Context: an optimization exercise on an open-source flow, tuned for small area, a short achievable clock period and few clock cycles per item. The choices shown serve that exercise and are no tape-out recipe.
Only simulation tests tie the RTL to the original design; equivalence was not proved.

==> design/flow/run.sh <==
#!/bin/bash
# synth_recipe.tcl (not shown) runs the flow's synth.tcl, then flattens the netlist and writes it again
# the make line also repeats each setting of config.mk as NAME=value (left out here)
make -C /OpenROAD-flow-scripts/flow DESIGN_CONFIG=/design/flow/config.mk WORK_HOME=/design/flow/orfs CLKGATE_MAP_FILE= SYNTH_SCRIPT=/design/flow/synth_recipe.tcl finish
==> design/flow/config.mk <==
export PLATFORM = sky130hd
export DESIGN_NAME = mdu_param
export DESIGN_NICKNAME = mdu_param
export VERILOG_FILES = /design/flow/design.v
export SDC_FILE = /design/flow/constraint.sdc
export NUM_CORES = 4
export LEC_CHECK = 0
export CAP_MARGIN = 20
export CORE_MARGIN = 2
export CORE_UTILIZATION = 40
export SLEW_MARGIN = 20
==> design/flow/constraint.sdc <==
create_clock -name core_clock -period 90.0 [get_ports {clk}]
set_input_delay 18.0000 -clock core_clock [delete_from_list [all_inputs] [get_ports {clk}]]
set_output_delay 18.0000 -clock core_clock [all_outputs]
set_load 0.01 [all_outputs]
==> design/flow/design.v <==
module mdu_param #(
    parameter int WIDTH       = 32,
    parameter int MULT_CYCLES = 5,
    parameter int DIV_CYCLES  = 10
) (
    input  logic             clk,
    input  logic             reset,
    input  logic             req,
    input  logic [WIDTH-1:0] in_a,
    input  logic [WIDTH-1:0] in_b,
    input  logic [3:0]       MDUOp,
    input  logic             start,
    output logic [WIDTH-1:0] data_hi,
    output logic [WIDTH-1:0] data_lo,
    output logic             busy
);
    localparam int MAX_CYCLES = (MULT_CYCLES > DIV_CYCLES) ? MULT_CYCLES : DIV_CYCLES;
    localparam int CNT_W      = $clog2(MAX_CYCLES + 1);
    localparam int W2         = 2 * WIDTH;
    localparam logic [CNT_W-1:0] MULT_LOAD = CNT_W'(MULT_CYCLES);
    localparam logic [CNT_W-1:0] DIV_LOAD  = CNT_W'(DIV_CYCLES);
    localparam logic [CNT_W-1:0] CNT_LAST  = CNT_W'(1);
    localparam logic [3:0] OP_NONE  = 4'd0;
    localparam logic [3:0] OP_MULT  = 4'd1;
    localparam logic [3:0] OP_MULTU = 4'd2;
    localparam logic [3:0] OP_DIV   = 4'd3;
    localparam logic [3:0] OP_DIVU  = 4'd4;
    localparam logic [3:0] OP_MTHI  = 4'd7;
    localparam logic [3:0] OP_MTLO  = 4'd8;
    localparam logic [3:0] OP_MADD  = 4'd9;
    localparam logic [3:0] OP_MADDU = 4'd10;
    localparam logic [3:0] OP_MSUB  = 4'd11;
    localparam logic [3:0] OP_MSUBU = 4'd12;
    function automatic logic is_long_op(input logic [3:0] op);
        case (op)
            OP_MULT, OP_MULTU, OP_DIV, OP_DIVU,
            OP_MADD, OP_MADDU, OP_MSUB, OP_MSUBU: is_long_op = 1'b1;
            default:                              is_long_op = 1'b0;
        endcase
    endfunction
    function automatic logic is_div_op(input logic [3:0] op);
        case (op)
            OP_DIV, OP_DIVU: is_div_op = 1'b1;
            default:         is_div_op = 1'b0;
        endcase
    endfunction
    function automatic logic is_signed_op(input logic [3:0] op);
        case (op)
            OP_MULT, OP_MADD, OP_MSUB, OP_DIV: is_signed_op = 1'b1;
            default:                           is_signed_op = 1'b0;
        endcase
    endfunction
    logic [WIDTH-1:0] hi_q, hi_d;
    logic [WIDTH-1:0] lo_q, lo_d;
    logic [WIDTH-1:0] a_q, a_d;
    logic [WIDTH-1:0] b_q, b_d;
    logic [3:0]       op_q, op_d;
    logic [CNT_W-1:0] cnt_q, cnt_d;
    logic             busy_q, busy_d;
    logic             op_signed_s;
    logic             neg_a_s;
    logic             neg_b_s;
    logic [W2-1:0]    ext_a_s;
    logic [W2-1:0]    ext_b_s;
    logic [W2-1:0]    prod_s;
    logic [W2-1:0]    hilo_s;
    logic [W2-1:0]    result_s;
    logic [WIDTH-1:0] mag_a_s;
    logic [WIDTH-1:0] mag_b_s;
    logic [WIDTH-1:0] quot_mag_s;
    logic [WIDTH-1:0] rem_mag_s;
    logic [WIDTH-1:0] quot_s;
    logic [WIDTH-1:0] rem_s;
    logic             accept_s;
    assign data_hi = hi_q;
    assign data_lo = lo_q;
    assign busy    = busy_q;
    always_comb begin
        op_signed_s = is_signed_op(op_q);
        if (op_signed_s) begin
            ext_a_s = {{WIDTH{a_q[WIDTH-1]}}, a_q};
            ext_b_s = {{WIDTH{b_q[WIDTH-1]}}, b_q};
        end else begin
            ext_a_s = {{WIDTH{1'b0}}, a_q};
            ext_b_s = {{WIDTH{1'b0}}, b_q};
        end
        prod_s = ext_a_s * ext_b_s;
        neg_a_s = op_signed_s & a_q[WIDTH-1];
        neg_b_s = op_signed_s & b_q[WIDTH-1];
        if (neg_a_s) begin
            mag_a_s = {WIDTH{1'b0}} - a_q;
        end else begin
            mag_a_s = a_q;
        end
        if (neg_b_s) begin
            mag_b_s = {WIDTH{1'b0}} - b_q;
        end else begin
            mag_b_s = b_q;
        end
        if (mag_b_s != {WIDTH{1'b0}}) begin
            quot_mag_s = mag_a_s / mag_b_s;
            rem_mag_s  = mag_a_s % mag_b_s;
        end else begin
            quot_mag_s = {WIDTH{1'b0}};
            rem_mag_s  = {WIDTH{1'b0}};
        end
        if (neg_a_s ^ neg_b_s) begin
            quot_s = {WIDTH{1'b0}} - quot_mag_s;
        end else begin
            quot_s = quot_mag_s;
        end
        if (neg_a_s) begin
            rem_s = {WIDTH{1'b0}} - rem_mag_s;
        end else begin
            rem_s = rem_mag_s;
        end
        hilo_s = {hi_q, lo_q};
        case (op_q)
            OP_MULT, OP_MULTU: result_s = prod_s;
            OP_MADD, OP_MADDU: result_s = hilo_s + prod_s;
            OP_MSUB, OP_MSUBU: result_s = hilo_s - prod_s;
            OP_DIV, OP_DIVU: begin
                if (b_q != {WIDTH{1'b0}}) begin
                    result_s = {rem_s, quot_s};
                end else begin
                    result_s = hilo_s;
                end
            end
            default: result_s = hilo_s;
        endcase
    end
    always_comb begin
        hi_d     = hi_q;
        lo_d     = lo_q;
        a_d      = a_q;
        b_d      = b_q;
        op_d     = op_q;
        cnt_d    = cnt_q;
        accept_s = start & is_long_op(MDUOp) & ~busy_q & ~req;
        if (busy_q) begin
            if (cnt_q == CNT_LAST) begin
                hi_d  = result_s[W2-1:WIDTH];
                lo_d  = result_s[WIDTH-1:0];
                cnt_d = {CNT_W{1'b0}};
                op_d  = OP_NONE;
            end else begin
                cnt_d = cnt_q - CNT_LAST;
            end
        end else if (accept_s) begin
            a_d  = in_a;
            b_d  = in_b;
            op_d = MDUOp;
            if (is_div_op(MDUOp)) begin
                cnt_d = DIV_LOAD;
            end else begin
                cnt_d = MULT_LOAD;
            end
        end else if (!req && MDUOp == OP_MTHI) begin
            hi_d = in_a;
        end else if (!req && MDUOp == OP_MTLO) begin
            lo_d = in_a;
        end else begin
            cnt_d = cnt_q;
        end
        busy_d = (cnt_d != {CNT_W{1'b0}});
    end
    always_ff @(posedge clk) begin
        if (reset) begin
            hi_q   <= {WIDTH{1'b0}};
            lo_q   <= {WIDTH{1'b0}};
            a_q    <= {WIDTH{1'b0}};
            b_q    <= {WIDTH{1'b0}};
            op_q   <= OP_NONE;
            cnt_q  <= {CNT_W{1'b0}};
            busy_q <= 1'b0;
        end else begin
            hi_q   <= hi_d;
            lo_q   <= lo_d;
            a_q    <= a_d;
            b_q    <= b_d;
            op_q   <= op_d;
            cnt_q  <= cnt_d;
            busy_q <= busy_d;
        end
    end
endmodule
==> reports/metrics.cfg <==
[status]
outcome=finished clean

[synthesis]
ys_types=118
ys_ff_latch=137
synthFlopType=dfxtp_1
ys_async_sr_fraction_pct=0
syn_area_um2=93300
syn_area_per_cell_um2=7.83
netlist_instances=11900
synth_edf_count=0
synth-seq-area-share_pct=2.94
synth_fp_nets=14300
yosys_warnings=1

[clocking]
numCtsBuffers=17
clock-sinks=137
cts_buffer_depth=2
path_clk_slew_ns=0.08
clk_root_buffer_cell=clkbuf_16
clock_latency_ns=0.52
cts_tree=yes
hold_buffers=0
htreeDepth=4

[setup_path]
rr_worst_depth=354
worstPathArrival_ns=86.84
worstSetupPathType=register to register
cp-start-kind=register
max_stage_delay_ns=0.73
crit_slowest_cell=and3b_2
r2r_end=hi_q[31]
crit_cells=354
reg2reg_slack_ns=3.53
crit_buf_inv=44
required_ns=90.37
reg2reg_from=b_q[31]
cpLargestDelayFamily=compound AO/OA/AOI/OAI gates
end_kind=register
crit_path_frequent_cell=buf_4
cp_max_fo=43

[placement]
placed_cells=15900
finalWeightedCongestion=1.07
numPortBuffers=136
hpwl_mm=383

[layout]
final_cell_mix=1,596 x inv_1, 1,596 x nand2_1, 1,442 x fa_1, 1,356 x buf_4, 896 x ha_1
final_nets=15300
multi_input_area_um2=83100
final_cells=16000
area_growth_syn_to_layout_pct=15.8
register_area_um2=2800
fillers=23200
drive_above_1_share_pct=13.7

[global_routing]
overflow=0
grt.total_usage_pct=38.6
grt_pass1_vias=97000
antenna_found_initial=29
grt_start_max_net_pins=82
grt_pass1_wl_mm=671

[timing]
maxSlewViolCount=0
final-hold-violation-count=0
finalCriticalPeriod_ns=86.47
finClkSkew_ns=0.0233
fin_crit_sh_pct=96.1
setup-tns-final_ns=0
maxSlewHeadroom_pct=21.7
setup_violations=0
worst_slew_pin_slew_ns=1.17
fmax_mhz=11.6

[die]
coreArea_um2=232000
fp.dieH_um=487
fp.dieW_um=487
row_count=177
die-area_um2=237000
ios=137
initial_utilization_pct=40.2

[job]
cap_violations=0

[drt]
drc=0
drtIter0Drc=10600
vias=96100
via_per_inst=6.01
wirelength_mm=462
drt_first_pass_iters=8
wl_per_cell_um=29.0
antenna_left=0

[hold_path]
hold_path_depth=2
hold_path.class=register to register
hold_end=a_q[29]
worstHoldStart=a_q[29]

-- metal layers --
metal / global-route usage [%] / part of all wire [%]
met1: 50.4 / 40
met5: 0 / 0.014
met3: 6.26 / 8.6
met4: 25.8 / 8.4
met2: 58.7 / 43
-- final cells by class --
type	instances	area share (%)
Antenna cell	12	0.0278
Sequential cell	137	2.59
Multi-Input combinational cell	9642	76.9
Clock buffer	17	0.394
Inverter	1602	5.56
Tap cell	3043	3.52
Clock inverter	15	0.125
Timing Repair Buffer	1503	10.9
-- cell families (layout without fill, tap and decap cells) --
kind of cell	count (synthesis)	count (layout)	share of synthesized area [%]
xor gates and xnor gates	700	700	6.57
adders and majority gates	2339	2339	43.0
DFF	137	137	2.94
buffers and inverters	2145	3137	8.70
other	0	12	0
AOI/OAI and AO/OA	2548	2548	17.9
and+or+nand+nor	3975	3975	20.0
muxes	80	80	0.921
-- worst reg2reg max path: cells and delay by family (launching register included) --
family	cells	cell delay, ns
and+or+nand+nor	122	27.83
DFF	1	0.48
xor gates and xnor gates	1	0.11
muxes	3	0.96
AOI/OAI and AO/OA	153	39.07
adders and majority gates	31	9.57
buffers and inverters	44	8.27
-- sequential cells by signal, indices dropped and copies added, names as in the netlist --
name    cells
lo_q       32
b_q        32
hi_q       32
a_q        32
op_q        4
busy_q      1
cnt_q       4
-- synth_stat cells (all sizes together) (228+ instances only) --
library cell | number | share of area [%]
a21o | 228 | 1.8
xnor2 | 449 | 4.2
nand3 | 230 | 1.3
a21oi | 773 | 4.2
clkbuf | 413 | 1.7
and2 | 394 | 2.6
fa | 1443 | 31
ha | 896 | 12
nor3 | 253 | 1.4
nand2 | 1605 | 6.5
inv | 1602 | 6.4
nor2 | 815 | 3.3
xor2 | 251 | 2.4
o21ai | 447 | 2.4
-- worst max-delay path by stage --
stage                     startpoint       end
after floorplan               b_q[0]  hi_q[26]
after global placement        b_q[1]  hi_q[27]
after detailed placement      b_q[1]  hi_q[27]
after CTS                     b_q[1]  hi_q[27]
after global routing          b_q[1]  hi_q[30]
final                        b_q[31]  hi_q[31]
-- metrics by stage --
stage                     utilization [%]  hold WS [ns]  setup WS (ns)  area [um2]
after global routing                 46.5         0.489        -0.0242      108000
after CTS                            46.3         0.458         0.0443      108000
after floorplan                         -         0.492          10.27       93300
after global placement               46.1         0.442          -1.70      107000
final                                46.5         0.459           3.53      108000
after detailed placement             46.1         0.448         -0.818      107000
-- what timing repair did --
item | 4_1_cts | 5_1_grt
endpoints found under the setup margin | 41 | 64
resized for setup | 9 | 68
buffers inserted | 0 | 17
cloned | 0 | 0
endpoints found under the hold margin | 0 | 0
pin swaps | 0 | 9
Testbench counts, summed over its fixed seeds: cycles 166,650, items 24,000.

static timing again, ports no longer ideal:
How much do the figures lean on ideal ports? The routed layout below was timed once more, with nothing changed but the port constraints. Step 1 assumes that a clkbuf_16 drives the clock port and a buf_2 every other input. Step 2 times the ports against the registers' clock, not the clock port: input delays grow and output delays shrink by t, the midpoint of the rising clock arrivals with the driver on. Three values: ideal, step 1, step 2; two values: the first two.
t, ns: 0.569
slack for setup (ns): 3.526 / 3.526 / 3.526
worst hold slack (ns): 0.459 / 0.459 / 0.459
worst setup path after step 2: register to register
worst register clock-pin slew, ns: 0.09 / 0.09
After both steps setup and hold are still met in this run. For this run, drivers alone change the setup slack by 0.000 ns; drivers and shift together by 0.000 ns.
